This design comes from an exercise in tuning for small area and a short achievable clock period on the open sky130 flow, not from production work.
Where RTL was checked, it was by simulation tests only, not by an equivalence proof against the original.
Only the layout flow was run in runs 1 to 3; the RTL was not checked for function there.
No activity file was given, so power comes from the tool's default toggle rates.

==> flow/design.v <==
module fft_peak_detector (
  input  logic                clk,
  input  logic                rstn,
  input  logic                valid_in,
  input  logic [16*13-1:0]    din_re,
  input  logic [16*13-1:0]    din_im,
  output logic                peak_valid_o,
  output logic [8:0]          peak_idx_o,
  output logic [13:0]         peak_mag_o,
  output logic [15:0]         frame_cnt_o
);
  function automatic logic gt14(input logic [13:0] a, input logic [13:0] b);
    logic g;
    g = 1'b0;
    for (int i = 0; i < 14; i++) g = (a[i] & ~b[i]) | (a[i] & g) | (~b[i] & g);
    gt14 = g;
  endfunction
  logic        x_valid;
  logic [6:0]  x_lo [16];
  logic [6:0]  x_hi [16];
  logic [15:0] x_si;
  function automatic logic [6:0] add6(input logic [5:0] a, input logic [5:0] b, input logic ci);
    logic [6:0] c;
    logic [5:0] s;
    c[0] = ci;
    for (int i = 0; i < 6; i++) begin
      s[i]   = a[i] ^ b[i] ^ c[i];
      c[i+1] = (a[i] & b[i]) | (a[i] & c[i]) | (b[i] & c[i]);
    end
    add6 = {c[6], s};
  endfunction
  always_ff @(posedge clk) begin
    for (int l = 0; l < 16; l++) begin
      logic [12:0] re, im;
      logic [11:0] a, b;
      re = din_re[13*l +: 13];
      im = din_im[13*l +: 13];
      a = re[11:0] ^ {12{re[12]}};
      b = im[11:0] ^ {12{im[12]}};
      x_lo[l] <= add6(a[5:0], b[5:0], re[12]);
      x_hi[l] <= add6(a[11:6], b[11:6], 1'b0);
      x_si[l] <= im[12];
    end
  end
  function automatic logic [13:0] finish(input logic [6:0] lo, input logic [6:0] hi, input logic si);
    logic [13:0] v;
    logic [14:0] c;
    logic [13:0] m;
    v = {hi, lo[5:0]};
    c[0] = si;
    for (int i = 0; i < 14; i++) begin
      if (i == 6) begin
        m[i]   = v[i] ^ lo[6] ^ c[i];
        c[i+1] = (v[i] & lo[6]) | (v[i] & c[i]) | (lo[6] & c[i]);
      end else begin
        m[i]   = v[i] ^ c[i];
        c[i+1] = v[i] & c[i];
      end
    end
    finish = m;
  endfunction
  logic [13:0] m1 [16];
  logic [13:0] m2 [8];
  logic [0:0]  i2 [8];
  logic [13:0] m3 [4];
  logic [1:0]  i3 [4];
  logic [13:0] m4 [2];
  logic [2:0]  i4 [2];
  always_comb begin
    for (int l = 0; l < 16; l++) m1[l] = finish(x_lo[l], x_hi[l], x_si[l]);
    for (int l = 0; l < 8; l++) begin
      i2[l] = gt14(m1[2*l+1], m1[2*l]);
      m2[l] = i2[l] ? m1[2*l+1] : m1[2*l];
    end
    for (int l = 0; l < 4; l++) begin
      if (gt14(m2[2*l+1], m2[2*l])) begin
        m3[l] = m2[2*l+1]; i3[l] = {1'b1, i2[2*l+1]};
      end else begin
        m3[l] = m2[2*l];   i3[l] = {1'b0, i2[2*l]};
      end
    end
    for (int l = 0; l < 2; l++) begin
      if (gt14(m3[2*l+1], m3[2*l])) begin
        m4[l] = m3[2*l+1]; i4[l] = {1'b1, i3[2*l+1]};
      end else begin
        m4[l] = m3[2*l];   i4[l] = {1'b0, i3[2*l]};
      end
    end
  end
  logic        y_valid;
  logic [13:0] y_mag [2];
  logic [2:0]  y_lane [2];
  always_ff @(posedge clk) begin
    for (int h = 0; h < 2; h++) begin
      y_mag[h]  <= m4[h];
      y_lane[h] <= i4[h];
    end
  end
  logic [4:0]  beat;         
  logic        done;
  logic [13:0] run_mag;
  logic [8:0]  run_idx;
  logic        peak_valid;
  logic [8:0]  peak_idx;
  logic [13:0] peak_mag;
  logic [15:0] frame_cnt;
  always_ff @(posedge clk or negedge rstn) begin
    if (!rstn) begin
      x_valid <= 1'b0;
      y_valid <= 1'b0;
      beat    <= '0;
      done    <= 1'b0;
    end else begin
      x_valid <= valid_in;
      y_valid <= x_valid;
      if (y_valid) beat <= beat + 5'd1;
      done <= y_valid && (beat == 5'd31);
    end
  end
  logic g_ba, g_ar, g_br;
  always_comb begin
    g_ba = gt14(y_mag[1], y_mag[0]);
    g_ar = gt14(y_mag[0], run_mag);
    g_br = gt14(y_mag[1], run_mag);
  end
  always_ff @(posedge clk) begin
    if (y_valid && (beat == 5'd0 || (g_ba ? g_br : g_ar))) begin
      run_mag <= g_ba ? y_mag[1] : y_mag[0];
      run_idx <= {beat, g_ba, g_ba ? y_lane[1] : y_lane[0]};
    end
  end
  always_ff @(posedge clk or negedge rstn) begin
    if (!rstn) begin
      peak_valid <= 1'b0;
      peak_idx   <= '0;
      peak_mag   <= '0;
      frame_cnt  <= '0;
    end else begin
      peak_valid <= done;
      if (done) begin
        peak_idx  <= run_idx;
        peak_mag  <= run_mag;
        frame_cnt <= frame_cnt + 16'd1;
      end
    end
  end
  assign peak_valid_o = peak_valid;
  assign peak_idx_o   = peak_idx;
  assign peak_mag_o   = peak_mag;
  assign frame_cnt_o  = frame_cnt;
endmodule
==> flow/flow/run.sh <==
#!/bin/bash
# The standard layout (standard.sh), with buf_1 cells as the input and output port buffers.
set -euo pipefail
export BUFFER_PORTS_ARGS="-buffer_cell sky130_fd_sc_hd__buf_1"
bash standard.sh > standard.log 2>&1
==> flow/standard.sh <==
#!/bin/bash
# synth_recipe.tcl (not shown) runs the flow's synth.tcl, then flattens the netlist and writes it again
# the make line also repeats each setting of config.mk as NAME=value (left out here)
make -C /OpenROAD-flow-scripts/flow DESIGN_CONFIG=/design/flow/config.mk WORK_HOME=/design/flow/orfs CLKGATE_MAP_FILE= SYNTH_SCRIPT=/design/flow/synth_recipe.tcl "${@:-finish}"
==> flow/config.mk <==
export PLATFORM = sky130hd
export DESIGN_NAME = fft_peak_detector
export DESIGN_NICKNAME = fft_peak_detector
export VERILOG_FILES = /design/flow/design.v
export SDC_FILE = /design/flow/constraint.sdc
export NUM_CORES = 4
export LEC_CHECK = 0
export ABC_AREA = 1
export CAP_MARGIN = 20
export CORE_MARGIN = 2
export CORE_UTILIZATION = 40
export SLEW_MARGIN = 20
==> flow/constraint.sdc <==
create_clock -name core_clock -period 34.0 [get_ports {clk}]
set_input_delay 6.8000 -clock core_clock [delete_from_list [all_inputs] [get_ports {clk}]]
set_output_delay 6.8000 -clock core_clock [all_outputs]
set_load 0.01 [all_outputs]
==> impl_metrics.csv, run 1 <==
group,metric,value,unit
sta,fin_crit_sh,27.8,%
detailed_routing,finalWirelength,59900,µm
clock_tree,insertion_delay,0.57,ns
floorplanning,fp.dieW,254,µm
clock_tree,clockBufferDepth,3,
logic_synthesis,synth_compound_area_share,8.78,%
sta,fin_crit,9.44,ns
finish,area_growth,14.7,%
finish,fin_nets,4051,
clock_tree,cts_resized,0,
floorplanning,die_h,254,µm
floorplanning,io_pins,459,
detailed_routing,drc_errors,0,
logic_synthesis,yosys.area.top_type,"dfxtp_1",
logic_synthesis,synth_mux_area_share,0.541,%
logic_synthesis,synth_top_family_by_area,"adder cells",
finish,drive_above_1_share,5.54,%
pwr,p_leak,14.1,nW
sta,tightest_slew,0.969,ns
logic_synthesis,yosysMostFrequentCell,"nand2_1",
critical_path,r2r_slack,26.78,ns
detailed_routing,num_vias,18900,
pwr,max-vdd-ir-drop,0.0789,mV
place,dp_hpwl,49800,µm
logic_synthesis,ys.flop_type,"dfxtp_1",
global_route,grt_pass1_vias,18300,
logic_synthesis,synth_fa_ha_area_share,25.1,%
logic_synthesis,yosysTopAreaCellShare,21.9,%
sta,grt_setup_unrepaired,"no",
critical_path,crit_fanout,14,
detailed_routing,wl_per_cell,14.6,µm
critical_path,worst-path-buf-inv,1,
logic_synthesis,async_flop_share,13.9,%
floorplanning,start_util,40.5,%
logic_synthesis,synth_cell_type_count,42,
floorplanning,rows,91,
clock_tree,cts-hold-fix-buffers,0,
global_route,grt.total_usage,18.4,%
sta,slew_viol_final,0,
global_route,grt_remaining_overflow,0,
pwr,intPower,0.00156,W
clock_tree,cts_root_buf,"clkbuf_16",
floorplanning,dieArea,0.0645,mm²
status,status,"finished clean",
hold_path,hold_class,"reg2reg",
detailed_routing,drt_first_pass_iters,5,
clock_tree,htree_num_levels,2,
global_route,use_met1,24.5,%
sta,finClkSkew,0.0331,ns
global_route,met2_usage,31.3,%
critical_path,crit_top_cell,"fa_1",
logic_synthesis,ys_warn_count,12,
logic_synthesis,synth-edff-count,23,
sta,tns,0,ns
detailed_routing,antenna_left,0,
critical_path,start_kind,"input pin",
pwr,clkPwrFrac,13.1,%
global_route,grt-busiest-layer,"met2",
critical_path,required,34.43,ns
detailed_routing,via_per_inst,4.61,
sta,timing.hold.ws,0.353,ns
critical_path,path_delay_family,"adder cells",
finish,fillCellCount,6127,
global_route,grt_pass1_wl,93800,µm
detailed_routing,drt-initial-drc-count,938,
critical_path,end_kind,"register",
global_route,grt_start_max_net_pins,49,
logic_synthesis,syn_area,0.0250,mm²
sta,fmax,106,MHz
logic_synthesis,ys_top_cells_by_area,"dfxtp_1, fa_1, xor2_1, ha_1, nand2_1",
clock_tree,cts_tree,"yes",
logic_synthesis,synthTopCellsByCount,"nand2_1, xor2_1, inv_1, dfxtp_1, ha_1",
pwr,pwr-share-seq,20.5,%
logic_synthesis,synth_xor_area_share,15.2,%
run,cap_violations,0,
critical_path,crit_path_max_incr_delay,0.65,ns
logic_synthesis,ys_seq_area_share,29.5,%
global_route,met3_usage,2.44,%
place,place_congestion,0.857,
clock_tree,cts_made_buffers,40,
logic_synthesis,synth-seq-cells,345,
logic_synthesis,synthSimpleGateAreaFrac,12.7,%
pwr,p_per_area,113,mW/mm²
pwr,power_frac_comb,66.4,%
pwr,p_sw_share,52.0,%
pwr,p_sw,0.00169,W
critical_path,cp.arrival,9.87,ns
clock_tree,post_cts_buffers,0,
place,port_buffers,458,
clock_tree,clock-sinks,345,
critical_path,critPathKind,"in2reg",
sta,relSlewSlack,35.3,%
floorplanning,core_area,0.0617,mm²
logic_synthesis,synth.avg_cell_area,8.87,µm²
sta,hold_violations,0,
critical_path,path_cells,"buf_1 -> xor2_1 -> ha_1 -> fa_1 -> fa_1 -> fa_1 -> fa_1 -> fa_1",
clock_tree,path_clk_slew,0.06,ns
logic_synthesis,synth_cells,2818,
critical_path,crit_slowest_cell,"buf_1",
logic_synthesis,syn_nets,3633,
sta,setup_violations,0,
global_route,antenna_found_initial,4,
## path summary, 6_finish.rpt
| path | from | to | depth (start not counted) |
|---|---|---|---|
| max in group asynchronous | rstn | frame_cnt[14]$_DFFE_PN0P_ | 2 |
| min in group asynchronous | rstn | frame_cnt[15]$_DFFE_PN0P_ | 2 |
| max | din_re[181] | x_hi[13][5]$_DFF_P_ | 8 |
| min | x_valid$_DFF_PN0_ | y_valid$_DFF_PN0_ | 0 |
| max reg2reg | x_si[5]$_DFF_P_ | y_mag[0][11]$_DFF_P_ | 58 |
| min reg2reg | x_valid$_DFF_PN0_ | y_valid$_DFF_PN0_ | 0 |
## metal layers
layer | part of all wire (%) | vias up
met3 | 3.8 | 62
met2 | 48 | 354
met5 | 0 | -
met4 | 2.0 | 0
met1 | 46 | 8746
li1 | - | 9763
## registers in the layout (all words and copies together), names as in the netlist, 5 cells and up
register,cells
frame_cnt,16
peak_mag,14
x_hi,112
x_lo,112
x_si,16
y_lane,6
run_mag,14
run_idx,9
y_mag,28
peak_idx,9
beat,5
## power by group through the flow
stage,clock network (W),logic [W],registers [W]
after global routing,0.000456,0.00248,0.000679
final,0.000424,0.00216,0.000665
after CTS,0.000439,0.00218,0.000666
after floorplan,0,0.00170,0.000648
after detailed placement,0,0.00217,0.000673
after global placement,0,0.00215,0.000674
## cell type report
cell class                 count  area (µm²)  area share, %
multi-input combinational   1966       15600           54.4
sequential                   345        7380           25.7
timing repair buffer         462        1750           6.11
inverter                     421        1580           5.51
clock buffer                  56        1150           4.02
tap                          837        1050           3.65
clock inverter                17         159          0.554
antenna                        4        10.0         0.0349
## metrics by stage
stage	instances	total power (W)	worst slack (ns)	utilization [%]	area (µm²)
final	4108	0.00324	24.56	46.5	28700
after global routing	4108	0.00362	24.38	46.5	28700
after CTS	4104	0.00329	24.58	46.4	28700
after detailed placement	4031	0.00284	23.97	44.3	27300
after global placement	4031	0.00283	24.04	44.3	27300
after floorplan	2818	0.00235	24.14	-	25000
## placed cells by master, fill, tap and decap left out, types with 23 or more instances in the layout
cell / synthesis / routed
o21ai_0: 98 / 97
o221ai_1: 30 / 30
o21ai_1: 67 / 68
inv_2: 54 / 54
dfxtp_1: 274 / 274
o22ai_1: 74 / 74
a21oi_1: 30 / 30
xor2_1: 398 / 398
clkbuf_16: 0 / 40
xnor2_1: 36 / 36
inv_1: 367 / 367
buf_1: 21 / 457
fa_1: 176 / 176
edfxtp_1: 23 / 23
dfrtp_1: 48 / 48
nand3_1: 77 / 77
ha_1: 220 / 220
a22o_1: 39 / 39
nand2_1: 586 / 586
nor2_1: 47 / 47
## kinds of logic after synthesis
| group | after synthesis |
|---|---|
| multiplexers | 12 |
| flip-flops | 345 |
| AND/OR/NAND/NOR | 768 |
| XOR/XNOR | 434 |
| AO/OA/AOI/OAI | 356 |
| buffers and inverters | 507 |
| adder cells (fa/ha/maj) | 396 |
==> run 2, diff against run 1 <==
--- a/flow/design.v
+++ b/flow/design.v
@@ -64,8 +64,6 @@
   logic [0:0]  i2 [8];
   logic [13:0] m3 [4];
   logic [1:0]  i3 [4];
-  logic [13:0] m4 [2];
-  logic [2:0]  i4 [2];
   always_comb begin
     for (int l = 0; l < 16; l++) m1[l] = finish(x_lo[l], x_hi[l], x_si[l]);
     for (int l = 0; l < 8; l++) begin
@@ -79,21 +77,14 @@
         m3[l] = m2[2*l];   i3[l] = {1'b0, i2[2*l]};
       end
     end
-    for (int l = 0; l < 2; l++) begin
-      if (gt14(m3[2*l+1], m3[2*l])) begin
-        m4[l] = m3[2*l+1]; i4[l] = {1'b1, i3[2*l+1]};
-      end else begin
-        m4[l] = m3[2*l];   i4[l] = {1'b0, i3[2*l]};
-      end
-    end
   end
   logic        y_valid;
-  logic [13:0] y_mag [2];
-  logic [2:0]  y_lane [2];
+  logic [13:0] y_mag [4];
+  logic [1:0]  y_lane [4];
   always_ff @(posedge clk) begin
-    for (int h = 0; h < 2; h++) begin
-      y_mag[h]  <= m4[h];
-      y_lane[h] <= i4[h];
+    for (int q = 0; q < 4; q++) begin
+      y_mag[q]  <= m3[q];
+      y_lane[q] <= i3[q];
     end
   end
   logic [4:0]  beat;         
@@ -117,16 +108,28 @@
       done <= y_valid && (beat == 5'd31);
     end
   end
-  logic g_ba, g_ar, g_br;
+  logic [13:0] m4 [2];
+  logic [2:0]  i4 [2];
+  logic [13:0] best_mag;
+  logic [3:0]  best_lane;
   always_comb begin
-    g_ba = gt14(y_mag[1], y_mag[0]);
-    g_ar = gt14(y_mag[0], run_mag);
-    g_br = gt14(y_mag[1], run_mag);
+    for (int h = 0; h < 2; h++) begin
+      if (gt14(y_mag[2*h+1], y_mag[2*h])) begin
+        m4[h] = y_mag[2*h+1]; i4[h] = {1'b1, y_lane[2*h+1]};
+      end else begin
+        m4[h] = y_mag[2*h];   i4[h] = {1'b0, y_lane[2*h]};
+      end
+    end
+    if (gt14(m4[1], m4[0])) begin
+      best_mag = m4[1]; best_lane = {1'b1, i4[1]};
+    end else begin
+      best_mag = m4[0]; best_lane = {1'b0, i4[0]};
+    end
   end
   always_ff @(posedge clk) begin
-    if (y_valid && (beat == 5'd0 || (g_ba ? g_br : g_ar))) begin
-      run_mag <= g_ba ? y_mag[1] : y_mag[0];
-      run_idx <= {beat, g_ba, g_ba ? y_lane[1] : y_lane[0]};
+    if (y_valid && (beat == 5'd0 || gt14(best_mag, run_mag))) begin
+      run_mag <= best_mag;
+      run_idx <= {beat, best_lane};
     end
   end
   always_ff @(posedge clk or negedge rstn) begin
==> flow/flow/run.sh (replaced) <==
#!/bin/bash
# The standard layout (standard.sh), with buf_1 cells as the port buffers and repair_timing
# aiming for a setup slack margin well above zero.
set -euo pipefail
export BUFFER_PORTS_ARGS="-buffer_cell sky130_fd_sc_hd__buf_1"
bash standard.sh SETUP_SLACK_MARGIN=25.5 finish > standard.log 2>&1
==> run 2 against run 1 <==
Compared with the run above:
- cell count is 1.7% higher
- largest power group unchanged
- worst setup slack better by 0.60 ns
- global-route usage decreased by 0.64 points
- critical path type unchanged
==> impl_metrics.csv, run 2 <==
group,metric,value,unit
status,status,"finished clean",
place,dp_hpwl,46100,µm
global_route,grt_start_max_net_pins,49,
sta,tns,0,ns
global_route,grt.total_usage,17.7,%
clock_tree,clock-sinks,375,
logic_synthesis,synth-seq-cells,375,
critical_path,crit_top_cell,"fa_2",
critical_path,critPathKind,"in2reg",
detailed_routing,met3WireLength,2590,µm
critical_path,path_delay_family,"adder cells",
logic_synthesis,ys.flop_type,"dfxtp_1",
floorplanning,dieArea,0.0645,mm²
detailed_routing,num_vias,19000,
logic_synthesis,ys_warn_count,12,
clock_tree,cts_root_buf,"clkbuf_16",
sta,hold_violations,0,
pwr,intPower,0.00154,W
floorplanning,core_area,0.0617,mm²
logic_synthesis,yosys.area.top_type,"dfxtp_1",
logic_synthesis,ys_top_cells_by_area,"dfxtp_1, fa_1, xor2_1, ha_1, nand2_1",
global_route,grt_pass1_wl,91100,µm
clock_tree,htree_num_levels,2,
sta,grt_setup_unrepaired,"yes",
detailed_routing,antenna_left,0,
logic_synthesis,synth.avg_cell_area,9.10,µm²
finish,fin_nets,4114,
floorplanning,die_h,254,µm
sta,slew_viol_final,0,
pwr,power.total,0.00289,W
finish,diodes,0,
logic_synthesis,syn_area,0.0250,mm²
finish,seq_area,0.00798,mm²
logic_synthesis,syn_nets,3554,
detailed_routing,routed-wl-met2,27900,µm
pwr,max-vdd-ir-drop,0.0737,mV
place,place_congestion,0.867,
logic_synthesis,synthTopCellsByCount,"nand2_1, xor2_1, inv_1, dfxtp_1, ha_1",
logic_synthesis,synthSimpleGateAreaFrac,12.9,%
finish,fillCellCount,5702,
hold_path,hold_class,"reg2reg",
pwr,clkPwrFrac,16.0,%
critical_path,crit_fanout,6,
floorplanning,start_util,40.5,%
logic_synthesis,synth_fa_ha_area_share,24.7,%
critical_path,cp.arrival,9.35,ns
critical_path,crit_path_max_incr_delay,0.53,ns
detailed_routing,via_per_inst,4.56,
clock_tree,cts_made_buffers,43,
detailed_routing,wl_per_cell,14.3,µm
logic_synthesis,yosysTopAreaCellShare,24.4,%
critical_path,required,34.51,ns
clock_tree,cts_tree,"yes",
critical_path,start_kind,"input pin",
clock_tree,insertion_delay,0.57,ns
sta,fin_crit,8.84,ns
finish,drive_above_1_share,16.8,%
logic_synthesis,synth_xor_area_share,15.2,%
pwr,pwr-share-seq,25.2,%
logic_synthesis,synth_cell_type_count,44,
critical_path,crit_slowest_cell,"fa_2",
pwr,p_sw,0.00135,W
detailed_routing,drt-met1-wl,27900,µm
logic_synthesis,synth_top_family_by_area,"adder cells",
logic_synthesis,async_flop_share,12.8,%
global_route,grt_remaining_overflow,0,
global_route,antenna_found_initial,1,
pwr,p_leak,15.0,nW
logic_synthesis,yosysMostFrequentCell,"nand2_1",
sta,relSlewSlack,28.6,%
sta,fmax,113,MHz
sta,tightest_slew,1.06,ns
logic_synthesis,synth_compound_area_share,7.76,%
pwr,p_per_area,90.9,mW/mm²
finish,mostFrequentLayoutCells,"nand2_1, buf_1, xor2_1, inv_1, dfxtp_1",
detailed_routing,finalWirelength,59700,µm
global_route,grt_pass1_vias,18400,
floorplanning,io_pins,459,
pwr,power_frac_comb,58.8,%
clock_tree,path_clk_slew,0.06,ns
run,cap_violations,0,
detailed_routing,drt-initial-drc-count,828,
clock_tree,clockBufferDepth,3,
detailed_routing,highest-signal-layer,"met5",
floorplanning,rows,91,
sta,finClkSkew,0.0153,ns
critical_path,worst-path-buf-inv,2,
logic_synthesis,ys_seq_area_share,31.9,%
sta,fin_crit_sh,26.0,%
critical_path,path_cells,"buf_1 -> buf_6 -> xor2_1 -> ha_2 -> fa_2 -> fa_2 -> fa_2 -> fa_2 -> fa_2",
place,port_buffers,458,
pwr,p_sw_share,46.6,%
logic_synthesis,synth_cells,2747,
detailed_routing,drt_first_pass_iters,5,
finish,layout_commonest_cell,"nand2_1",
critical_path,end_kind,"register",
sta,setup_violations,0,
logic_synthesis,synth-edff-count,23,
finish,reg.largest.list,"x_hi: 112 flops, x_lo: 112 flops, y_mag: 56 flops",
finish,multi_input_area,0.0164,mm²
finish,area_growth,27.3,%
floorplanning,fp.dieW,254,µm
detailed_routing,drc_errors,0,
logic_synthesis,synth_mux_area_share,0.756,%
run 2: stage by stage:
| stage | util, % | hold WS (ns) | area (µm²) | worst slack [ns] | instances |
|---|---|---|---|---|---|
| after floorplan | - | 0.331 | 26200 | 24.65 | 2747 |
| after global placement | 45.3 | 0.369 | 28000 | 24.14 | 3960 |
| after detailed placement | 45.3 | 0.343 | 28000 | 24.04 | 3960 |
| after CTS | 49.6 | 0.379 | 30600 | 25.21 | 4083 |
| after global routing | 51.6 | 0.387 | 31800 | 25.15 | 4177 |
| final | 51.6 | 0.377 | 31800 | 25.16 | 4177 |
run 2: cell type report:
cell class | instances | area share, %
Sequential cell | 375 | 25.1
Multi-Input combinational cell | 1937 | 51.4
Timing Repair Buffer | 604 | 11.7
Inverter | 346 | 4.08
Clock buffer | 60 | 3.87
Tap cell | 837 | 3.29
Clock inverter | 18 | 0.582
run 2: routing by layer:
| metal | vias to the layer above | track usage [%] |
|---|---|---|
| li1 | 9853 | - |
| met1 | 8710 | 24.3 |
| met2 | 388 | 29.1 |
| met3 | 80 | 2.51 |
| met4 | 2 | 5.03 |
| met5 | - | 0 |
run 2: path summary, 6_finish.rpt:
kind,start,end,slack [ns],cells past startpoint
max in group asynchronous,rstn,beat[1]$_DFFE_PN0P_,27.27,2
worst max-delay path,din_im[155],x_hi[11][5]$_DFF_P_,25.16,9
worst max register to register,x_si[5]$_DFF_P_,y_lane[1][0]$_DFF_P_,27.40,37
min in group asynchronous,rstn,frame_cnt[12]$_DFFE_PN0P_,6.33,2
worst min register to register,x_valid$_DFF_PN0_,y_valid$_DFF_PN0_,0.38,0
worst min-delay path,x_valid$_DFF_PN0_,y_valid$_DFF_PN0_,0.38,0
run 2: cells by family after synthesis:
group,after synthesis
muxes,17
xor gates and xnor gates,433
DFF,375
adders and majority gates,388
AOI/OAI and AO/OA,317
and+or+nand+nor,782
buffers and inverters,435
run 2: power groups by stage:
| stage | clock (W) | sequential, W | combinational, W |
|---|---|---|---|
| 6_report | 0.000462 | 0.000728 | 0.00170 |
| 5_1_grt | 0.000497 | 0.000745 | 0.00199 |
| 4_1_cts | 0.000478 | 0.000731 | 0.00170 |
| 3_5_place_dp | 0 | 0.000737 | 0.00167 |
| 3_3_place_gp | 0 | 0.000737 | 0.00166 |
| 2_1_floorplan | 0 | 0.000713 | 0.00132 |
run 2: repair_timing:
item | CTS | global route
resized for setup | 235 | 48
setup buffers | 45 | 82
pin swaps | 34 | 18
setup endpoints to repair | 110 | 55
endpoints found under the hold margin | 0 | 0
gates cloned | 0 | 12
hold buffers | 0 | 0
==> run 3, diff against run 2 <==
==> flow/flow/run.sh (replaced) <==
#!/bin/bash
# The standard layout (standard.sh) with three changes: buf_1 cells as the port buffers, an
# area-oriented ABC mapping script (flow/abc_area.script) for synthesis, and repair_timing
# aiming for a setup slack margin well above zero.
set -euo pipefail
export BUFFER_PORTS_ARGS="-buffer_cell sky130_fd_sc_hd__buf_1"
cp -r "$FLOW_HOME/scripts" scripts_custom
cp flow/abc_area.script scripts_custom/abc_area.script
bash standard.sh SCRIPTS_DIR="$PWD/scripts_custom" SETUP_SLACK_MARGIN=25.5 finish > standard.log 2>&1
==> flow/flow/abc_area.script (new file) <==
strash
&get -n
&fraig -x
&put
scorr
dc2
strash
&get -n
&dch -f
&nf -R 1000
&put
topo
stime -c
upsize -c -D 4000
dnsize -c -D 4000
==> run 3 against run 2 <==
Compared with the run above:
- clock skew fell by 0.0037 ns
- synthesized area fell by 7.0%
- global-route usage rose by 0.74 points
- largest cell class unchanged
==> impl_metrics.csv, run 3 <==
group,metric,value,unit
critical_path,crit_top_cell,"fa_2",
logic_synthesis,synth-edff-count,23,
sta,hold_violations,0,
detailed_routing,via_per_inst,4.77,
logic_synthesis,syn_nets,2897,
critical_path,end_kind,"register",
critical_path,worst-path-buf-inv,1,
sta,finClkSkew,0.0117,ns
sta,slew_viol_final,0,
finish,mostFrequentLayoutCells,"buf_1, xor2_1, dfxtp_1, ha_1, clkinv_1",
logic_synthesis,synth-seq-cells,375,
pwr,intPower,0.00156,W
clock_tree,cts_made_buffers,43,
floorplanning,core_area,0.0576,mm²
floorplanning,die_h,245,µm
pwr,power.total,0.00267,W
detailed_routing,finalWirelength,55700,µm
critical_path,crit_slowest_cell,"fa_2",
sta,setup_violations,0,
sta,tns,0,ns
pwr,p_sw_share,41.8,%
pwr,power_frac_comb,54.6,%
sta,fin_crit_sh,25.9,%
detailed_routing,drt-initial-drc-count,511,
logic_synthesis,ys_seq_area_share,34.3,%
critical_path,path_delay_family,"adder cells",
pwr,max-vdd-ir-drop,0.0597,mV
floorplanning,dieArea,0.0600,mm²
critical_path,start_kind,"input pin",
global_route,grt_pass1_vias,17800,
finish,fin_nets,3538,
global_route,antenna_found_initial,2,
floorplanning,rows,88,
critical_path,critPathKind,"in2reg",
critical_path,crit_fanout,5,
logic_synthesis,synth_cells,2090,
global_route,grt_pass1_wl,88000,µm
critical_path,cp.arrival,9.29,ns
detailed_routing,antenna_left,0,
place,place_congestion,0.901,
logic_synthesis,synthTopCellsByCount,"xor2_1, dfxtp_1, ha_1, clkinv_1, fa_1",
pwr,pwr-share-seq,26.9,%
clock_tree,cts_root_buf,"clkbuf_16",
logic_synthesis,yosysTopAreaCellShare,26.2,%
critical_path,required,34.50,ns
clock_tree,htree_num_levels,2,
run,cap_violations,0,
sta,fmax,114,MHz
logic_synthesis,async_flop_share,12.8,%
detailed_routing,drt_first_pass_iters,5,
clock_tree,clockBufferDepth,3,
finish,area_growth,29.4,%
floorplanning,io_pins,459,
detailed_routing,drc_errors,0,
pwr,p_leak,12.7,nW
logic_synthesis,ys_warn_count,12,
critical_path,path_cells,"buf_12 -> xor2_4 -> mux2_4 -> fa_2 -> fa_2 -> fa_2 -> fa_2 -> fa_2",
pwr,clkPwrFrac,18.4,%
detailed_routing,wl_per_cell,15.8,µm
floorplanning,fp.dieW,245,µm
status,status,"finished clean",
finish,layout_commonest_cell,"buf_1",
logic_synthesis,syn_area,0.0232,mm²
global_route,grt.total_usage,18.5,%
global_route,grt_remaining_overflow,0,
pwr,p_per_area,88.9,mW/mm²
finish,reg.largest.list,"x_hi: 112 flops, x_lo: 112 flops, y_mag: 56 flops",
logic_synthesis,yosysMostFrequentCell,"xor2_1",
floorplanning,start_util,40.3,%
sta,fin_crit,8.79,ns
pwr,p_sw,0.00112,W
clock_tree,cts_tree,"yes",
logic_synthesis,yosys.area.top_type,"dfxtp_1",
sta,grt_setup_unrepaired,"yes",
logic_synthesis,synth_cell_type_count,52,
logic_synthesis,synth.avg_cell_area,11.1,µm²
sta,tightest_slew,0.862,ns
logic_synthesis,ys_top_cells_by_area,"dfxtp_1, fa_1, xor2_1, ha_1, dfrtp_1",
place,dp_hpwl,44500,µm
critical_path,crit_path_max_incr_delay,0.54,ns
sta,relSlewSlack,42.5,%
logic_synthesis,ys.flop_type,"dfxtp_1",
clock_tree,path_clk_slew,0.06,ns
hold_path,hold_class,"reg2reg",
finish,instances_no_fill,3532,
clock_tree,insertion_delay,0.56,ns
place,port_buffers,458,
finish,drive_above_1_share,19.4,%
global_route,grt_start_max_net_pins,49,
place,post-place-cells,3324,
clock_tree,clock-sinks,375,
detailed_routing,num_vias,16800,
## run 3: cell types whose count changed in the layout (fill, tap and decap cells not counted), moves of 94 or more
cell and change:
nand3_1 -98, a21oi_1 +131, nand2_1 -514, inv_1 -338, clkinv_1 +179, o21ai_0 -94
## run 3: metal layers
layer	vias to the layer above	GRT usage (%)	wire length, µm	part of all wire [%]
li1	8348	-	-	-
met3	95	2.88	2220	4.0
met4	0	6.67	1720	3.1
met1	8058	21.9	22900	41
met2	343	33.7	28900	52
met5	-	0	0	0
## run 3: path summary, 6_finish.rpt
path | start | cells past startpoint | to | slack, ns
max reg2reg | x_si[11]$_DFF_P_ | 34 | y_mag[2][0]$_DFF_P_ | 25.93
max | din_im[25] | 8 | x_lo[1][5]$_DFF_P_ | 25.21
min in group asynchronous | rstn | 2 | frame_cnt[4]$_DFFE_PN0P_ | 6.35
max in group asynchronous | rstn | 2 | frame_cnt[5]$_DFFE_PN0P_ | 27.21
min reg2reg | x_valid$_DFF_PN0_ | 0 | y_valid$_DFF_PN0_ | 0.37
min | x_valid$_DFF_PN0_ | 0 | y_valid$_DFF_PN0_ | 0.37
## run 3: kinds of logic (layout without fill, tap and decap cells)
kind of cell             Yosys count  in the layout  share of synthesized area [%]
buffers and inverters            181            855                           2.92
other                              0              2                              0
AO/OA/AOI/OAI                    337            338                           8.84
flip-flops                       375            375                           34.3
AND/OR/NAND/NOR                  234            234                           4.24
XOR/XNOR                         394            394                           14.9
multiplexers                     110            110                           4.97
adder cells (fa/ha/maj)          459            459                           29.8
## run 3: per-stage QoR
step                setup WS (ns)  cell area [µm²]  hold WS (ns)  util [%]
CTS                         25.23            29700         0.375      51.5
detailed placement          24.01            26600         0.358      46.2
floorplan                   24.89            23800         0.331         -
global placement            24.10            26600         0.336      46.2
finish                      25.21            30100         0.371      52.2
global route                25.19            30100         0.388      52.2
## run 3: area by class of cell
cell class / count / area [µm²]
tap: 765 / 957
inverter: 181 / 679
fill: 5085 / 27500
sequential: 375 / 7980
clock inverter: 22 / 279
multi-input combinational: 1535 / 15500
timing repair buffer: 595 / 3420
antenna: 2 / 5.00
clock buffer: 57 / 1250
## run 3: power groups by stage
stage	clock network, W	registers [W]	logic, W
floorplan	0	0.000700	0.00104
global placement	0	0.000731	0.00139
detailed placement	0	0.000731	0.00142
CTS	0.000510	0.000724	0.00145
global route	0.000527	0.000736	0.00165
finish	0.000493	0.000720	0.00146
## run 3: worst register-to-register path: cells and delay by family (launching register included)
kind / cells / cell delay (ns)
AO/OA/AOI/OAI: 13 / 1.51
adder cells (fa/ha/maj): 16 / 5.15
buffers and inverters: 2 / 0.26
flip-flops: 1 / 0.30
multiplexers: 2 / 0.56
AND/OR/NAND/NOR: 1 / 0.19
## run 3: what timing repair did
item | CTS | global route
endpoints found under the setup margin | 121 | 101
cloned | 1 | 1
buffers inserted | 96 | 29
pin swaps | 7 | 8
resized for setup | 248 | 26
endpoints found under the hold margin | 0 | 0
hold buffers | 0 | 0
==> run 4, diff against run 3 <==
--- a/flow/design.v
+++ b/flow/design.v
@@ -16,18 +16,19 @@
     gt14 = g;
   endfunction
   logic        x_valid;
-  logic [6:0]  x_lo [16];
-  logic [6:0]  x_hi [16];
+  logic [4:0]  x_s0 [16];
+  logic [4:0]  x_s1 [16];
+  logic [4:0]  x_s2 [16];
   logic [15:0] x_si;
-  function automatic logic [6:0] add6(input logic [5:0] a, input logic [5:0] b, input logic ci);
-    logic [6:0] c;
-    logic [5:0] s;
+  function automatic logic [4:0] add4(input logic [3:0] a, input logic [3:0] b, input logic ci);
+    logic [4:0] c;
+    logic [3:0] s;
     c[0] = ci;
-    for (int i = 0; i < 6; i++) begin
+    for (int i = 0; i < 4; i++) begin
       s[i]   = a[i] ^ b[i] ^ c[i];
       c[i+1] = (a[i] & b[i]) | (a[i] & c[i]) | (b[i] & c[i]);
     end
-    add6 = {c[6], s};
+    add4 = {c[4], s};
   endfunction
   always_ff @(posedge clk) begin
     for (int l = 0; l < 16; l++) begin
@@ -37,25 +38,24 @@
       im = din_im[13*l +: 13];
       a = re[11:0] ^ {12{re[12]}};
       b = im[11:0] ^ {12{im[12]}};
-      x_lo[l] <= add6(a[5:0], b[5:0], re[12]);
-      x_hi[l] <= add6(a[11:6], b[11:6], 1'b0);
+      x_s0[l] <= add4(a[3:0], b[3:0], re[12]);
+      x_s1[l] <= add4(a[7:4], b[7:4], 1'b0);
+      x_s2[l] <= add4(a[11:8], b[11:8], 1'b0);
       x_si[l] <= im[12];
     end
   end
-  function automatic logic [13:0] finish(input logic [6:0] lo, input logic [6:0] hi, input logic si);
+  function automatic logic [13:0] finish(input logic [4:0] s0, input logic [4:0] s1,
+                                         input logic [4:0] s2, input logic si);
     logic [13:0] v;
+    logic [13:0] w;
     logic [14:0] c;
     logic [13:0] m;
-    v = {hi, lo[5:0]};
+    v = {1'b0, s2[4], s2[3:0], s1[3:0], s0[3:0]};
+    w = {5'd0, s1[4], 3'd0, s0[4], 4'd0};
     c[0] = si;
     for (int i = 0; i < 14; i++) begin
-      if (i == 6) begin
-        m[i]   = v[i] ^ lo[6] ^ c[i];
-        c[i+1] = (v[i] & lo[6]) | (v[i] & c[i]) | (lo[6] & c[i]);
-      end else begin
-        m[i]   = v[i] ^ c[i];
-        c[i+1] = v[i] & c[i];
-      end
+      m[i]   = v[i] ^ w[i] ^ c[i];
+      c[i+1] = (v[i] & w[i]) | (v[i] & c[i]) | (w[i] & c[i]);
     end
     finish = m;
   endfunction
@@ -65,7 +65,7 @@
   logic [13:0] m3 [4];
   logic [1:0]  i3 [4];
   always_comb begin
-    for (int l = 0; l < 16; l++) m1[l] = finish(x_lo[l], x_hi[l], x_si[l]);
+    for (int l = 0; l < 16; l++) m1[l] = finish(x_s0[l], x_s1[l], x_s2[l], x_si[l]);
     for (int l = 0; l < 8; l++) begin
       i2[l] = gt14(m1[2*l+1], m1[2*l]);
       m2[l] = i2[l] ? m1[2*l+1] : m1[2*l];
==> flow/flow/run.sh (replaced) <==
#!/bin/bash
# The standard layout (standard.sh) with these changes: buf_1 cells as the port buffers, an
# area-oriented ABC mapping script (flow/abc_area.script) for synthesis.
set -euo pipefail
export BUFFER_PORTS_ARGS="-buffer_cell sky130_fd_sc_hd__buf_1"
cp -r "$FLOW_HOME/scripts" scripts_custom
cp flow/abc_area.script scripts_custom/abc_area.script
bash standard.sh SCRIPTS_DIR="$PWD/scripts_custom" finish > standard.log 2>&1
==> run 4 against run 3 <==
Compared with the run above:
- still clean on timing, DRC and antenna
- clock skew hardly changed
- register-to-register slack worse by 0.53 ns
- non-clock buffer count decreased by 125
- first-iteration DRC count is 26% higher
- worst setup slack worse by 0.0056 ns
- critical endpoint is now x_s0[14][3]$_DFF_P_
- largest cell class unchanged
- highest routed layer unchanged
==> impl_metrics.csv, run 4 <==
group,metric,value,unit
clock_tree,cts_root_buf,"clkbuf_16",
logic_synthesis,yosys.area.top_type,"dfxtp_1",
finish,diodes,0,
critical_path,reg2reg_depth,29,
critical_path,path_delay_family,"adder cells",
global_route,grt_pass1_wl,87100,µm
critical_path,crit_slowest_cell,"buf_1",
global_route,use_met1,24.1,%
global_route,grt_remaining_overflow,0,
logic_synthesis,synth-edff-count,23,
pwr,p_per_area,101,mW/mm²
logic_synthesis,synth_cell_type_count,51,
clock_tree,post_cts_buffers,0,
logic_synthesis,yosysMostFrequentCell,"xor2_1",
critical_path,rr_startpoint,"x_si[4]$_DFF_P_",
sta,finClkSkew,0.0121,ns
floorplanning,fp.dieW,246,µm
finish,area_growth,18.9,%
sta,slew_viol_final,0,
place,port_buffers,458,
detailed_routing,drt_first_pass_iters,5,
critical_path,path_cells,"buf_1 -> xor2_1 -> mux2_1 -> fa_1 -> fa_1 -> fa_1",
global_route,met3_usage,2.51,%
sta,fmax,114,MHz
clock_tree,htree_num_levels,2,
detailed_routing,antenna_left,0,
pwr,intPower,0.00159,W
detailed_routing,num_vias,16600,
sta,timing.hold.ws,0.391,ns
logic_synthesis,synth.avg_cell_area,11.0,µm²
critical_path,required,34.43,ns
critical_path,crit_top_cell,"fa_1",
critical_path,worst-path-buf-inv,1,
floorplanning,rows,88,
logic_synthesis,syn_area,0.0235,mm²
place,dp_hpwl,45500,µm
global_route,grt_pass1_vias,17400,
pwr,max-vdd-ir-drop,0.0608,mV
critical_path,cp.arrival,9.23,ns
sta,relSlewSlack,30.3,%
pwr,p_leak,12.2,nW
finish,instances_no_fill,3453,
floorplanning,start_util,40.5,%
critical_path,cp-endpoint,"x_s0[14][3]$_DFF_P_",
floorplanning,core_area,0.0579,mm²
sta,tns,0,ns
critical_path,crit_fanout,13,
global_route,grt-busiest-layer,"met2",
sta,hold_violations,0,
sta,tightest_slew,1.04,ns
place,post-place-cells,3372,
pwr,p_sw,0.00121,W
detailed_routing,drc_errors,0,
floorplanning,io_pins,459,
logic_synthesis,synthTopCellsByCount,"xor2_1, dfxtp_1, ha_1, fa_1, a21oi_1",
finish,stdcell_area,0.0279,mm²
finish,drive_above_1_share,5.39,%
status,status,"finished clean",
pwr,pwr-share-seq,26.4,%
clock_tree,clockBufferDepth,3,
floorplanning,dieArea,0.0607,mm²
clock_tree,cts_tree,"yes",
clock_tree,cts_resized,0,
global_route,met2_usage,30.5,%
place,place_congestion,0.894,
run,cap_violations,0,
finish,fin_nets,3460,
pwr,clkPwrFrac,18.8,%
global_route,grt.total_usage,18.0,%
logic_synthesis,ys_warn_count,13,
logic_synthesis,ys_seq_area_share,35.3,%
critical_path,worst-path-stages,6,
place,placed_area,0.0263,mm²
critical_path,critPathKind,"in2reg",
logic_synthesis,ys.flop_type,"dfxtp_1",
finish,layout_commonest_cell,"buf_1",
critical_path,reg2reg_to,"y_mag[1][0]$_DFF_P_",
floorplanning,die_h,246,µm
pwr,power_frac_comb,54.8,%
sta,fin_crit_sh,25.9,%
critical_path,timing.critical_path.from,"din_im[194]",
detailed_routing,drt-initial-drc-count,645,
sta,fin_crit,8.80,ns
sta,setup_violations,0,
clock_tree,cts_made_buffers,44,
logic_synthesis,async_flop_share,12.3,%
global_route,antenna_found_initial,0,
critical_path,end_kind,"register",
hold_path,hold_class,"reg2reg",
sta,grt_setup_unrepaired,"no",
logic_synthesis,synth-seq-cells,391,
logic_synthesis,synth_cells,2137,
logic_synthesis,syn_nets,2944,
logic_synthesis,yosysTopAreaCellShare,27.3,%
clock_tree,path_clk_slew,0.06,ns
logic_synthesis,ys_top_cells_by_area,"dfxtp_1, fa_1, xor2_1, ha_1, dfrtp_1",
detailed_routing,finalWirelength,54100,µm
pwr,power.total,0.00281,W
finish,mostFrequentLayoutCells,"buf_1, xor2_1, dfxtp_1, ha_1, fa_1",
detailed_routing,via_per_inst,4.81,
critical_path,start_kind,"input pin",
clock_tree,cts-hold-fix-buffers,0,
pwr,p_sw_share,43.2,%
detailed_routing,wl_per_cell,15.7,µm
finish,reg.largest.list,"x_s0: 80 flops, x_s1: 80 flops, x_s2: 80 flops",
critical_path,crit_path_max_incr_delay,0.65,ns
global_route,grt_start_max_net_pins,49,
critical_path,r2r_slack,25.40,ns
clock_tree,insertion_delay,0.56,ns
clock_tree,clock-sinks,391,
[run 4: cell count changes after synthesis, sizes merged, moves of 8 or more]
cell / previous run / this run
mux2i: 70 / 46
dfxtp: 304 / 320
inv: 3 / 91
nor2b: 10 / 1
nand2: 71 / 109
a21oi: 151 / 138
o21ai: 69 / 99
clkinv: 178 / 93
nor2: 119 / 127
[run 4: worst min-delay path by stage]
stage | startpoint | slack [ns] | depth (start not counted) | to
6_report | x_valid$_DFF_PN0_ | 0.39 | 0 | y_valid$_DFF_PN0_
5_1_grt | x_valid$_DFF_PN0_ | 0.39 | 0 | y_valid$_DFF_PN0_
4_1_cts | x_valid$_DFF_PN0_ | 0.38 | 0 | y_valid$_DFF_PN0_
3_5_place_dp | x_valid$_DFF_PN0_ | 0.35 | 0 | y_valid$_DFF_PN0_
3_3_place_gp | x_valid$_DFF_PN0_ | 0.39 | 0 | y_valid$_DFF_PN0_
2_1_floorplan | x_valid$_DFF_PN0_ | 0.33 | 0 | y_valid$_DFF_PN0_
[run 4: area by class of cell]
type / instances / area (µm²)
Clock buffer: 65 / 1360
Clock inverter: 16 / 300
Fill cell: 5397 / 30000
Inverter: 184 / 691
Multi-Input combinational cell: 1562 / 14500
Sequential cell: 391 / 8300
Tap cell: 765 / 957
Timing Repair Buffer: 470 / 1810
[run 4: stage by stage]
step | utilization, % | setup WS (ns)
2_1_floorplan | - | 25.44
3_3_place_gp | 45.3 | 24.62
3_5_place_dp | 45.3 | 24.59
4_1_cts | 48.2 | 25.20
5_1_grt | 48.2 | 25.03
6_report | 48.2 | 25.20
[run 4: logic make-up (layout without fill, tap and decap cells)]
| group | Yosys count | count (layout) | share of synthesized area [%] |
|---|---|---|---|
| compound gates | 359 | 359 | 9.26 |
| xor+xnor | 395 | 395 | 14.7 |
| fa+ha+maj | 455 | 455 | 29.2 |
| buf+inv | 184 | 735 | 2.94 |
| flops | 391 | 391 | 35.3 |
| mux | 86 | 86 | 3.88 |
| simple gates | 267 | 267 | 4.59 |
[run 4: power groups by stage]
stage,Sequential [W],Combinational (W),Clock (W)
global route,0.000759,0.00174,0.000562
floorplan,0.000725,0.00111,0
CTS,0.000744,0.00155,0.000544
global placement,0.000749,0.00151,0
finish,0.000742,0.00154,0.000528
detailed placement,0.000752,0.00153,0
[run 4: routing by layer]
layer | vias to the layer above | wire [µm]
li1 | 8246 | -
met5 | - | 0
met1 | 7918 | 24900
met2 | 358 | 25900
met4 | 0 | 1110
met3 | 70 | 2280
==> run 5, diff against run 4 <==
--- a/flow/config.mk
+++ b/flow/config.mk
@@ -9,4 +9,5 @@
 export CAP_MARGIN = 20
 export CORE_MARGIN = 2
 export CORE_UTILIZATION = 40
+export CTS_BUF_LIST = sky130_fd_sc_hd__clkbuf_4 sky130_fd_sc_hd__clkbuf_8
 export SLEW_MARGIN = 20
==> run 5 against run 4 <==
Compared with the run above:
- non-clock buffer count unchanged
- critical path type unchanged
- register-to-register slack about the same
- cell count increased by 1.2%
- first-iteration DRC count decreased by 2.2%
- highest routed layer unchanged
- clock-buffer cell count increased by 39
- sequential share of layout area increased by 0.14 points
- still clean on timing, DRC and antenna
- clock skew increased by 0.0062 ns
- sequential power about the same
- die area unchanged
- wire length increased by 0.77%
- worst setup slack improved by 0.071 ns
==> impl_metrics.csv, run 5 <==
group,metric,value,unit
critical_path,end_kind,"register",
sta,tns,0,ns
floorplanning,rows,88,
global_route,grt_pass1_vias,17600,
global_route,antenna_found_initial,1,
global_route,grt.total_usage,18.3,%
hold_path,hold_class,"reg2reg",
detailed_routing,antenna_left,0,
finish,post-route-util,48.0,%
clock_tree,cts_made_buffers,69,
logic_synthesis,synthTopCellsByCount,"xor2_1, dfxtp_1, ha_1, fa_1, a21oi_1",
detailed_routing,drc_errors,0,
clock_tree,cts-hold-fix-buffers,0,
sta,hold_violations,0,
critical_path,critPathKind,"in2reg",
global_route,grt_remaining_overflow,0,
detailed_routing,via_per_inst,4.78,
logic_synthesis,synth.avg_cell_area,11.0,µm²
critical_path,required,34.50,ns
detailed_routing,drt_first_pass_iters,8,
clock_tree,clock-sinks,391,
finish,fin_nets,3485,
logic_synthesis,async_flop_share,12.3,%
logic_synthesis,yosys.area.top_type,"dfxtp_1",
sta,setup_violations,0,
clock_tree,post_cts_buffers,0,
floorplanning,io_pins,459,
global_route,grt_start_max_net_pins,49,
logic_synthesis,yosysTopAreaCellShare,27.3,%
logic_synthesis,synth_cell_type_count,51,
pwr,p_per_area,99.1,mW/mm²
logic_synthesis,synth-edff-count,23,
detailed_routing,finalWirelength,54600,µm
sta,slew_viol_final,0,
floorplanning,core_area,0.0579,mm²
logic_synthesis,ys_seq_area_share,35.3,%
sta,tightest_slew,1.03,ns
floorplanning,start_util,40.5,%
place,dp_hpwl,45500,µm
logic_synthesis,synth-seq-cells,391,
pwr,p_leak,12.2,nW
sta,grt_setup_unrepaired,"no",
run,cap_violations,0,
clock_tree,path_clk_slew,0.06,ns
finish,area_growth,18.4,%
floorplanning,fp.dieW,246,µm
critical_path,start_kind,"input pin",
place,port_buffers,458,
finish,drive_above_1_share,7.04,%
sta,finClkSkew,0.0182,ns
finish,reg.largest.list,"x_s0: 80 flops, x_s1: 80 flops, x_s2: 80 flops",
floorplanning,die_h,246,µm
floorplanning,dieArea,0.0607,mm²
logic_synthesis,synth_cells,2137,
finish,mostFrequentLayoutCells,"buf_1, xor2_1, dfxtp_1, ha_1, fa_1",
sta,relSlewSlack,31.0,%
logic_synthesis,yosysMostFrequentCell,"xor2_1",
sta,fmax,115,MHz
sta,fin_crit_sh,25.7,%
clock_tree,cts_root_buf,"clkbuf_8",
clock_tree,clockBufferDepth,3,
clock_tree,insertion_delay,0.63,ns
critical_path,crit_fanout,13,
place,place_congestion,0.894,
global_route,grt_pass1_wl,87800,µm
sta,fin_crit,8.73,ns
finish,layout_commonest_cell,"buf_1",
logic_synthesis,ys_top_cells_by_area,"dfxtp_1, fa_1, xor2_1, ha_1, dfrtp_1",
clock_tree,cts_resized,0,
detailed_routing,drt-initial-drc-count,631,
logic_synthesis,syn_area,0.0235,mm²
clock_tree,cts_tree,"yes",
critical_path,cp.arrival,9.23,ns
clock_tree,htree_num_levels,3,
status,status,"finished clean",
pwr,max-vdd-ir-drop,0.0515,mV
logic_synthesis,ys.flop_type,"dfxtp_1",
logic_synthesis,syn_nets,2944,
logic_synthesis,ys_warn_count,13,
detailed_routing,num_vias,16700,
detailed_routing,wl_per_cell,15.6,µm
[run 5: cells by family (layout without fill, tap and decap cells)]
group                    after synthesis  in the layout  synth area share [%]
multiplexers                          86             86                  3.88
flip-flops                           391            391                  35.3
adder cells (fa/ha/maj)              455            455                  29.2
AO/OA/AOI/OAI                        359            359                  9.26
XOR/XNOR                             395            395                  14.7
AND/OR/NAND/NOR                      267            267                  4.59
other                                  0              1                     0
buffers and inverters                184            776                  2.94
[run 5: cell type report]
type / instances / area [µm²]
fillers: 5443 / 30100
multi-input cells: 1562 / 14500
flip-flops and latches: 391 / 8300
repair buffers: 470 / 1810
clock buffers: 104 / 1300
well taps: 765 / 957
inverters: 184 / 691
clock inverters: 18 / 221
diodes: 1 / 2.50
[run 5: layer usage]
metal,wire length (µm),share of wire (%),vias up,global-route usage (%)
met4,1180,2.2,0,5.26
li1,-,-,8316,-
met1,24900,46,7917,23.9
met2,26100,48,375,30.7
met5,0,0,-,0
met3,2410,4.4,92,3.50
[run 5: path summary, 6_finish.rpt]
check | startpoint | to | slack, ns | depth (start not counted)
min in group asynchronous | rstn | peak_idx[5]$_DFFE_PN0P_ | 6.28 | 2
max in group asynchronous | rstn | beat[4]$_DFFE_PN0P_ | 27.30 | 2
worst min register to register | x_valid$_DFF_PN0_ | y_valid$_DFF_PN0_ | 0.38 | 0
worst max-delay path | din_im[194] | x_s0[14][3]$_DFF_P_ | 25.27 | 6
worst max register to register | x_si[4]$_DFF_P_ | y_mag[1][0]$_DFF_P_ | 25.40 | 29
worst min-delay path | x_valid$_DFF_PN0_ | y_valid$_DFF_PN0_ | 0.38 | 0
[run 5: worst max-delay path, stage by stage]
cell and delay (ns):
buf_1 0.64, xor2_1 0.21, mux2_1 0.36, fa_1 0.39
fa_1 0.39, fa_1 0.43
[run 5: power breakdown]
| group | switching (W) | leakage, nW | total, W | internal (W) |
|---|---|---|---|---|
| registers | 0.0000806 | 3.56 | 0.000742 | 0.000662 |
| logic | 0.000942 | 7.79 | 0.00154 | 0.000596 |
| clock network | 0.000193 | 0.803 | 0.000475 | 0.000282 |
| total | 0.00122 | 12.2 | 0.00276 | 0.00154 |
[run 5: per-stage QoR]
| step | instances | hold slack [ns] | power, W | setup WS, ns | instance area [µm²] |
|---|---|---|---|---|---|
| after floorplan | 2137 | 0.331 | 0.00184 | 25.44 | 23500 |
| after global placement | 3372 | 0.385 | 0.00225 | 24.62 | 26300 |
| after detailed placement | 3372 | 0.348 | 0.00229 | 24.59 | 26300 |
| after CTS | 3494 | 0.382 | 0.00278 | 25.29 | 27800 |
| after global routing | 3495 | 0.393 | 0.00301 | 25.03 | 27800 |
| final | 3495 | 0.384 | 0.00276 | 25.27 | 27800 |
==> run 6, diff against run 5 <==
==> flow/flow/run.sh (replaced) <==
#!/bin/bash
# The standard layout (standard.sh) with these changes: buf_1 cells as the port buffers, an
# area-oriented ABC mapping script (flow/abc_area.script) for synthesis, and repair_timing
# aiming for a setup slack margin of 24.8 ns.
set -euo pipefail
export BUFFER_PORTS_ARGS="-buffer_cell sky130_fd_sc_hd__buf_1"
cp -r "$FLOW_HOME/scripts" scripts_custom
cp flow/abc_area.script scripts_custom/abc_area.script
bash standard.sh SCRIPTS_DIR="$PWD/scripts_custom" SETUP_SLACK_MARGIN=24.8 finish > standard.log 2>&1
--- a/flow/config.mk
+++ b/flow/config.mk
@@ -9,5 +9,4 @@
 export CAP_MARGIN = 20
 export CORE_MARGIN = 2
 export CORE_UTILIZATION = 40
-export CTS_BUF_LIST = sky130_fd_sc_hd__clkbuf_4 sky130_fd_sc_hd__clkbuf_8
 export SLEW_MARGIN = 20
==> run 6 against run 5 <==
Compared with the run above:
- via count shrank 0.65%
- worst setup slack worse by 0.071 ns
- critical endpoint unchanged
- sequential cell count unchanged
- final area rose by 0.47%
- highest routed layer unchanged
- non-clock buffer count unchanged
- synthesized cell count unchanged
==> impl_metrics.csv, run 6 <==
group,metric,value,unit
critical_path,path_cells,"buf_1 -> xor2_1 -> mux2_1 -> fa_1 -> fa_1 -> fa_1",
hold_path,worstHoldStart,"x_valid$_DFF_PN0_",
detailed_routing,antenna_left,0,
place,post-place-cells,3372,
place,place_congestion,0.894,
place,dp_hpwl,45500,µm
logic_synthesis,syn_area,0.0235,mm²
hold_path,hold_class,"reg2reg",
critical_path,crit_top_cell,"fa_1",
critical_path,worst-path-buf-inv,1,
run,cap_violations,0,
floorplanning,die_h,246,µm
sta,fmax,114,MHz
detailed_routing,via_per_inst,4.81,
hold_path,worstHoldPathCells,0,
logic_synthesis,synthTopCellsByCount,"xor2_1, dfxtp_1, ha_1, fa_1, a21oi_1",
critical_path,crit_fanout,13,
sta,fin_crit,8.80,ns
clock_tree,cts_resized,0,
sta,finClkSkew,0.0121,ns
logic_synthesis,synth_cells,2137,
logic_synthesis,yosysTopAreaCellShare,27.3,%
finish,fin_nets,3460,
critical_path,path_delay_family,"adder cells",
clock_tree,cts_tree,"yes",
finish,reg.largest.list,"x_s0: 80 flops, x_s1: 80 flops, x_s2: 80 flops",
finish,diodes,0,
sta,tns,0,ns
sta,slew_viol_final,0,
clock_tree,cts_made_buffers,44,
critical_path,required,34.43,ns
floorplanning,io_pins,459,
sta,fin_crit_sh,25.9,%
critical_path,crit_path_max_incr_delay,0.65,ns
logic_synthesis,synth-seq-cells,391,
clock_tree,clockBufferDepth,3,
detailed_routing,num_vias,16600,
logic_synthesis,synth_cell_type_count,51,
critical_path,start_kind,"input pin",
hold_path,hold_end,"y_valid$_DFF_PN0_",
detailed_routing,wl_per_cell,15.7,µm
clock_tree,path_clk_slew,0.06,ns
pwr,max-vdd-ir-drop,0.0608,mV
logic_synthesis,ys_seq_area_share,35.3,%
sta,hold_violations,0,
pwr,p_leak,12.2,nW
clock_tree,post_cts_buffers,0,
floorplanning,fp.dieW,246,µm
detailed_routing,routed-wl-met2,25900,µm
sta,setup_violations,0,
logic_synthesis,async_flop_share,12.3,%
logic_synthesis,ys_warn_count,13,
clock_tree,cts_root_buf,"clkbuf_16",
logic_synthesis,syn_nets,2944,
critical_path,reg2reg_to,"y_mag[1][0]$_DFF_P_",
clock_tree,htree_num_levels,2,
detailed_routing,drt-met1-wl,24900,µm
critical_path,timing.critical_path.from,"din_im[194]",
finish,drive_above_1_share,5.39,%
global_route,grt_pass1_wl,87100,µm
critical_path,end_kind,"register",
logic_synthesis,ys.flop_type,"dfxtp_1",
critical_path,crit_slowest_cell,"buf_1",
place,port_buffers,458,
finish,mostFrequentLayoutCells,"buf_1, xor2_1, dfxtp_1, ha_1, fa_1",
critical_path,reg2reg_depth,29,
detailed_routing,met3WireLength,2280,µm
pwr,p_per_area,101,mW/mm²
finish,instances_no_fill,3453,
critical_path,cp.arrival,9.23,ns
logic_synthesis,synth-edff-count,23,
logic_synthesis,ys_top_cells_by_area,"dfxtp_1, fa_1, xor2_1, ha_1, dfrtp_1",
global_route,antenna_found_initial,0,
floorplanning,core_area,0.0579,mm²
detailed_routing,highest-signal-layer,"met4",
status,status,"finished clean",
clock_tree,cts-hold-fix-buffers,0,
critical_path,r2r_slack,25.40,ns
floorplanning,dieArea,0.0607,mm²
global_route,grt_start_max_net_pins,49,
floorplanning,start_util,40.5,%
clock_tree,insertion_delay,0.56,ns
clock_tree,clock-sinks,391,
critical_path,rr_startpoint,"x_si[4]$_DFF_P_",
sta,grt_setup_unrepaired,"no",
critical_path,critPathKind,"in2reg",
global_route,grt.total_usage,18.0,%
global_route,grt_remaining_overflow,0,
logic_synthesis,synth.avg_cell_area,11.0,µm²
sta,tightest_slew,1.04,ns
detailed_routing,drt-initial-drc-count,645,
global_route,grt_pass1_vias,17400,
detailed_routing,drc_errors,0,
floorplanning,rows,88,
logic_synthesis,yosys.area.top_type,"dfxtp_1",
finish,layout_commonest_cell,"buf_1",
sta,relSlewSlack,30.3,%
detailed_routing,drt_first_pass_iters,5,
detailed_routing,finalWirelength,54100,µm
logic_synthesis,yosysMostFrequentCell,"xor2_1",
finish,area_growth,18.9,%
run 6: where the power goes:
part	switching [W]	total, W	internal (W)
Sequential	0.0000803	0.000742	0.000662
Clock	0.000191	0.000528	0.000337
Combinational	0.000941	0.00154	0.000596
run 6: worst max-delay path by stage:
stage                     endpoint  slack, ns  cells past startpoint
2_1_floorplan   x_s0[0][3]$_DFF_P_      25.44                      5
3_3_place_gp   x_s0[14][3]$_DFF_P_      24.62                      6
3_5_place_dp   x_s0[14][3]$_DFF_P_      24.59                      6
4_1_cts        x_s0[14][3]$_DFF_P_      25.20                      6
5_1_grt        y_mag[1][0]$_DFF_P_      25.03                     29
6_report       x_s0[14][3]$_DFF_P_      25.20                      6
run 6: final cells by class:
cell class	instances	area, µm²
repair buffers	470	1810
flip-flops and latches	391	8300
multi-input cells	1562	14500
clock inverters	16	300
inverters	184	691
well taps	765	957
clock buffers	65	1360
fillers	5397	30000
run 6: per-stage QoR:
step	util [%]	hold slack [ns]	worst slack [ns]	power [W]	area [µm²]
CTS	48.2	0.382	25.20	0.00283	27900
finish	48.2	0.391	25.20	0.00281	27900
global route	48.2	0.393	25.03	0.00306	27900
floorplan	-	0.331	25.44	0.00184	23500
global placement	45.3	0.385	24.62	0.00225	26300
detailed placement	45.3	0.348	24.59	0.00229	26300
run 6: kinds of logic (layout without fill, tap and decap cells):
family | after synthesis | in the layout | synth area share [%]
adder cells (fa/ha/maj) | 455 | 455 | 29.2
AO/OA/AOI/OAI | 359 | 359 | 9.26
buffers and inverters | 184 | 735 | 2.94
multiplexers | 86 | 86 | 3.88
XOR/XNOR | 395 | 395 | 14.7
flip-flops | 391 | 391 | 35.3
AND/OR/NAND/NOR | 267 | 267 | 4.59
run 6: metal layers:
metal  track usage, %  vias to the layer above
met3             2.51                       70
li1                 -                     8246
met1             24.1                     7918
met4             4.85                        0
met5                0                        -
met2             30.5                      358
==> run 7, diff against run 6 <==
==> flow/flow/run.sh (replaced) <==
#!/bin/bash
# The standard layout (standard.sh) with these changes: buf_1 cells as the port buffers, an
# area-oriented ABC mapping script (flow/abc_area.script) for synthesis, and repair_timing
# aiming for a setup slack margin of 25.6 ns.
set -euo pipefail
export BUFFER_PORTS_ARGS="-buffer_cell sky130_fd_sc_hd__buf_1"
cp -r "$FLOW_HOME/scripts" scripts_custom
cp flow/abc_area.script scripts_custom/abc_area.script
bash standard.sh SCRIPTS_DIR="$PWD/scripts_custom" SETUP_SLACK_MARGIN=25.6 finish > standard.log 2>&1
==> run 7 against run 6 <==
Compared with the run above:
- wire length up 1.8%
- worst setup slack better by 0.43 ns
- non-clock buffer count grew 11
- first-iteration DRC count increased by 13%
- clock skew increased by 0.0044 ns
- final area rose by 0.88%
- critical path type unchanged
- sequential share of layout area shrank 0.25 points
- hold slack got worse by 0.0028 ns
- highest routed layer is now met5
- utilization grew 0.42 points
- largest cell class unchanged
- die area unchanged
- sequential cell count is the same
- still clean on timing, DRC and antenna
==> impl_metrics.csv, run 7 <==
group,metric,value,unit
global_route,grt_pass1_vias,17600,
sta,setup_violations,0,
logic_synthesis,synth_fa_ha_area_share,29.2,%
logic_synthesis,ys_seq_area_share,35.3,%
sta,hold_violations,0,
critical_path,timing.critical_path.from,"din_im[155]",
pwr,power_frac_comb,57.8,%
pwr,pwr-share-seq,26.3,%
detailed_routing,drt-initial-drc-count,732,
critical_path,start_kind,"input pin",
detailed_routing,via_per_inst,4.83,
clock_tree,insertion_delay,0.56,ns
global_route,grt_pass1_wl,87900,µm
sta,fin_crit_sh,24.6,%
place,port_buffers,458,
logic_synthesis,synth.avg_cell_area,11.0,µm²
critical_path,end_kind,"register",
hold_path,worstHoldStart,"x_valid$_DFF_PN0_",
sta,finClkSkew,0.0164,ns
sta,grt_setup_unrepaired,"no",
clock_tree,cts_root_buf,"clkbuf_16",
critical_path,crit_path_max_incr_delay,0.42,ns
finish,drive_above_1_share,10.4,%
pwr,p_sw,0.00124,W
clock_tree,clock-sinks,391,
global_route,antenna_found_initial,2,
critical_path,critPathKind,"in2reg",
pwr,power.total,0.00282,W
clock_tree,cts_tree,"yes",
status,status,"finished clean",
logic_synthesis,synth_mux_area_share,3.88,%
pwr,p_sw_share,44.0,%
logic_synthesis,syn_nets,2944,
critical_path,required,34.44,ns
sta,tns,0,ns
logic_synthesis,ys_warn_count,13,
clock_tree,path_clk_slew,0.06,ns
logic_synthesis,syn_area,0.0235,mm²
critical_path,path_cells,"clkdlybuf4s15_2 -> xor2_1 -> mux2_4 -> fa_2 -> fa_2 -> fa_1",
detailed_routing,drc_errors,0,
global_route,grt_start_max_net_pins,49,
pwr,max-vdd-ir-drop,0.0573,mV
floorplanning,start_util,40.5,%
floorplanning,die_h,246,µm
place,dp_hpwl,45800,µm
finish,layout_commonest_cell,"buf_1",
pwr,p_per_area,100,mW/mm²
clock_tree,cts_made_buffers,43,
logic_synthesis,synthSimpleGateAreaFrac,4.59,%
logic_synthesis,yosys.area.top_type,"dfxtp_1",
critical_path,crit_fanout,13,
logic_synthesis,synthTopCellsByCount,"xor2_1, dfxtp_1, ha_1, fa_1, a21oi_1",
pwr,p_leak,12.2,nW
logic_synthesis,synth_xor_area_share,14.7,%
logic_synthesis,ys.flop_type,"dfxtp_1",
run,cap_violations,0,
logic_synthesis,yosysTopAreaCellShare,27.3,%
critical_path,worst-path-buf-inv,1,
logic_synthesis,synth_top_family_by_area,"adder cells",
logic_synthesis,async_flop_share,12.3,%
finish,mostFrequentLayoutCells,"buf_1, xor2_1, dfxtp_1, ha_1, a21oi_1",
critical_path,reg2reg_depth,32,
global_route,grt.total_usage,18.2,%
pwr,intPower,0.00158,W
logic_synthesis,synth_compound_area_share,9.26,%
logic_synthesis,ys_top_cells_by_area,"dfxtp_1, fa_1, xor2_1, ha_1, dfrtp_1",
logic_synthesis,synth-edff-count,23,
detailed_routing,drt_first_pass_iters,5,
logic_synthesis,synth-seq-cells,391,
critical_path,crit_slowest_cell,"fa_1",
critical_path,crit_top_cell,"fa_2",
critical_path,cp.arrival,8.81,ns
logic_synthesis,yosysMostFrequentCell,"xor2_1",
finish,reg.largest.list,"x_s0: 80 flops, x_s1: 80 flops, x_s2: 80 flops",
detailed_routing,antenna_left,0,
sta,tightest_slew,1.07,ns
detailed_routing,finalWirelength,55100,µm
critical_path,rr_startpoint,"x_s0[5][0]$_DFF_P_",
floorplanning,rows,88,
floorplanning,io_pins,459,
global_route,grt_remaining_overflow,0,
sta,relSlewSlack,28.3,%
clock_tree,cts-hold-fix-buffers,0,
finish,fin_nets,3473,
place,place_congestion,0.889,
hold_path,worstHoldPathCells,0,
logic_synthesis,synth_cells,2137,
logic_synthesis,synth_cell_type_count,51,
floorplanning,dieArea,0.0607,mm²
finish,area_growth,20.0,%
clock_tree,htree_num_levels,2,
pwr,clkPwrFrac,15.9,%
sta,slew_viol_final,0,
sta,fmax,120,MHz
floorplanning,core_area,0.0579,mm²
floorplanning,fp.dieW,246,µm
hold_path,hold_class,"reg2reg",
sta,fin_crit,8.37,ns
detailed_routing,wl_per_cell,15.9,µm
critical_path,worst-path-stages,6,
clock_tree,clockBufferDepth,3,
detailed_routing,num_vias,16700,
critical_path,path_delay_family,"adder cells",
[run 7: final timing paths]
kind                                      endpoint  slack, ns
setup / recovery               x_s0[11][3]$_DFF_P_      25.63
hold / removal                   y_valid$_DFF_PN0_       0.39
setup reg to reg               y_mag[1][5]$_DFF_P_      25.84
hold reg to reg                  y_valid$_DFF_PN0_       0.39
max in group asynchronous  peak_mag[0]$_DFFE_PN0P_      27.23
min in group asynchronous  peak_idx[8]$_DFFE_PN0P_       6.36
[run 7: cell families (layout without fill, tap and decap cells)]
| group | Yosys count | after routing |
|---|---|---|
| adders and majority gates | 455 | 455 |
| xor gates and xnor gates | 395 | 395 |
| DFF | 391 | 391 |
| AOI/OAI and AO/OA | 359 | 362 |
| and+or+nand+nor | 267 | 267 |
| buffers and inverters | 184 | 740 |
| muxes | 86 | 86 |
| other | 0 | 1 |
[run 7: per-layer routing]
| layer | GRT usage, % | part of all wire (%) | wire, µm |
|---|---|---|---|
| met3 | 2.67 | 4.8 | 2640 |
| met1 | 24.1 | 45 | 24800 |
| met2 | 30.7 | 48 | 26300 |
| met5 | 0 | 0.024 | 13 |
| met4 | 5.19 | 2.4 | 1340 |
[run 7: area by class of cell]
| class | count | area [µm²] |
|---|---|---|
| fill | 5360 | 29700 |
| multi-input combinational | 1565 | 14900 |
| sequential | 391 | 8300 |
| timing repair buffer | 481 | 1950 |
| clock buffer | 60 | 1190 |
| tap | 765 | 957 |
| inverter | 184 | 691 |
| clock inverter | 15 | 164 |
| antenna | 1 | 2.50 |
[run 7: power groups by stage]
stage | sequential [W] | combinational [W] | clock, W
global placement | 0.000749 | 0.00152 | 0
finish | 0.000742 | 0.00163 | 0.000450
floorplan | 0.000725 | 0.00112 | 0
detailed placement | 0.000752 | 0.00155 | 0
global route | 0.000758 | 0.00185 | 0.000483
CTS | 0.000744 | 0.00160 | 0.000466
[run 7: timing repair]
action | CTS | global route
pin swaps | 6 | 19
resized for setup | 43 | 33
cloned | 3 | 0
buffers inserted | 8 | 3
setup endpoints to repair | 111 | 61
[run 7: through the flow]
| stage | hold WS, ns | setup slack (ns) | instances | instance area, µm² | util, % |
|---|---|---|---|---|---|
| floorplan | 0.331 | 25.56 | 2137 | 23700 | - |
| global placement | 0.379 | 24.74 | 3372 | 26500 | 45.7 |
| detailed placement | 0.355 | 24.64 | 3372 | 26500 | 45.7 |
| CTS | 0.389 | 25.56 | 3458 | 28000 | 48.4 |
| global route | 0.403 | 25.57 | 3461 | 28200 | 48.6 |
| finish | 0.388 | 25.63 | 3462 | 28200 | 48.6 |

Re-timed with assumed drivers on the ports (clkbuf_16 on the clock, buf_2 on other inputs), run 7 has 25.663 ns of setup slack against 25.632 ns with ideal ports, and 25.060 ns once port delays also move by the mid clock arrival of 0.603 ns.
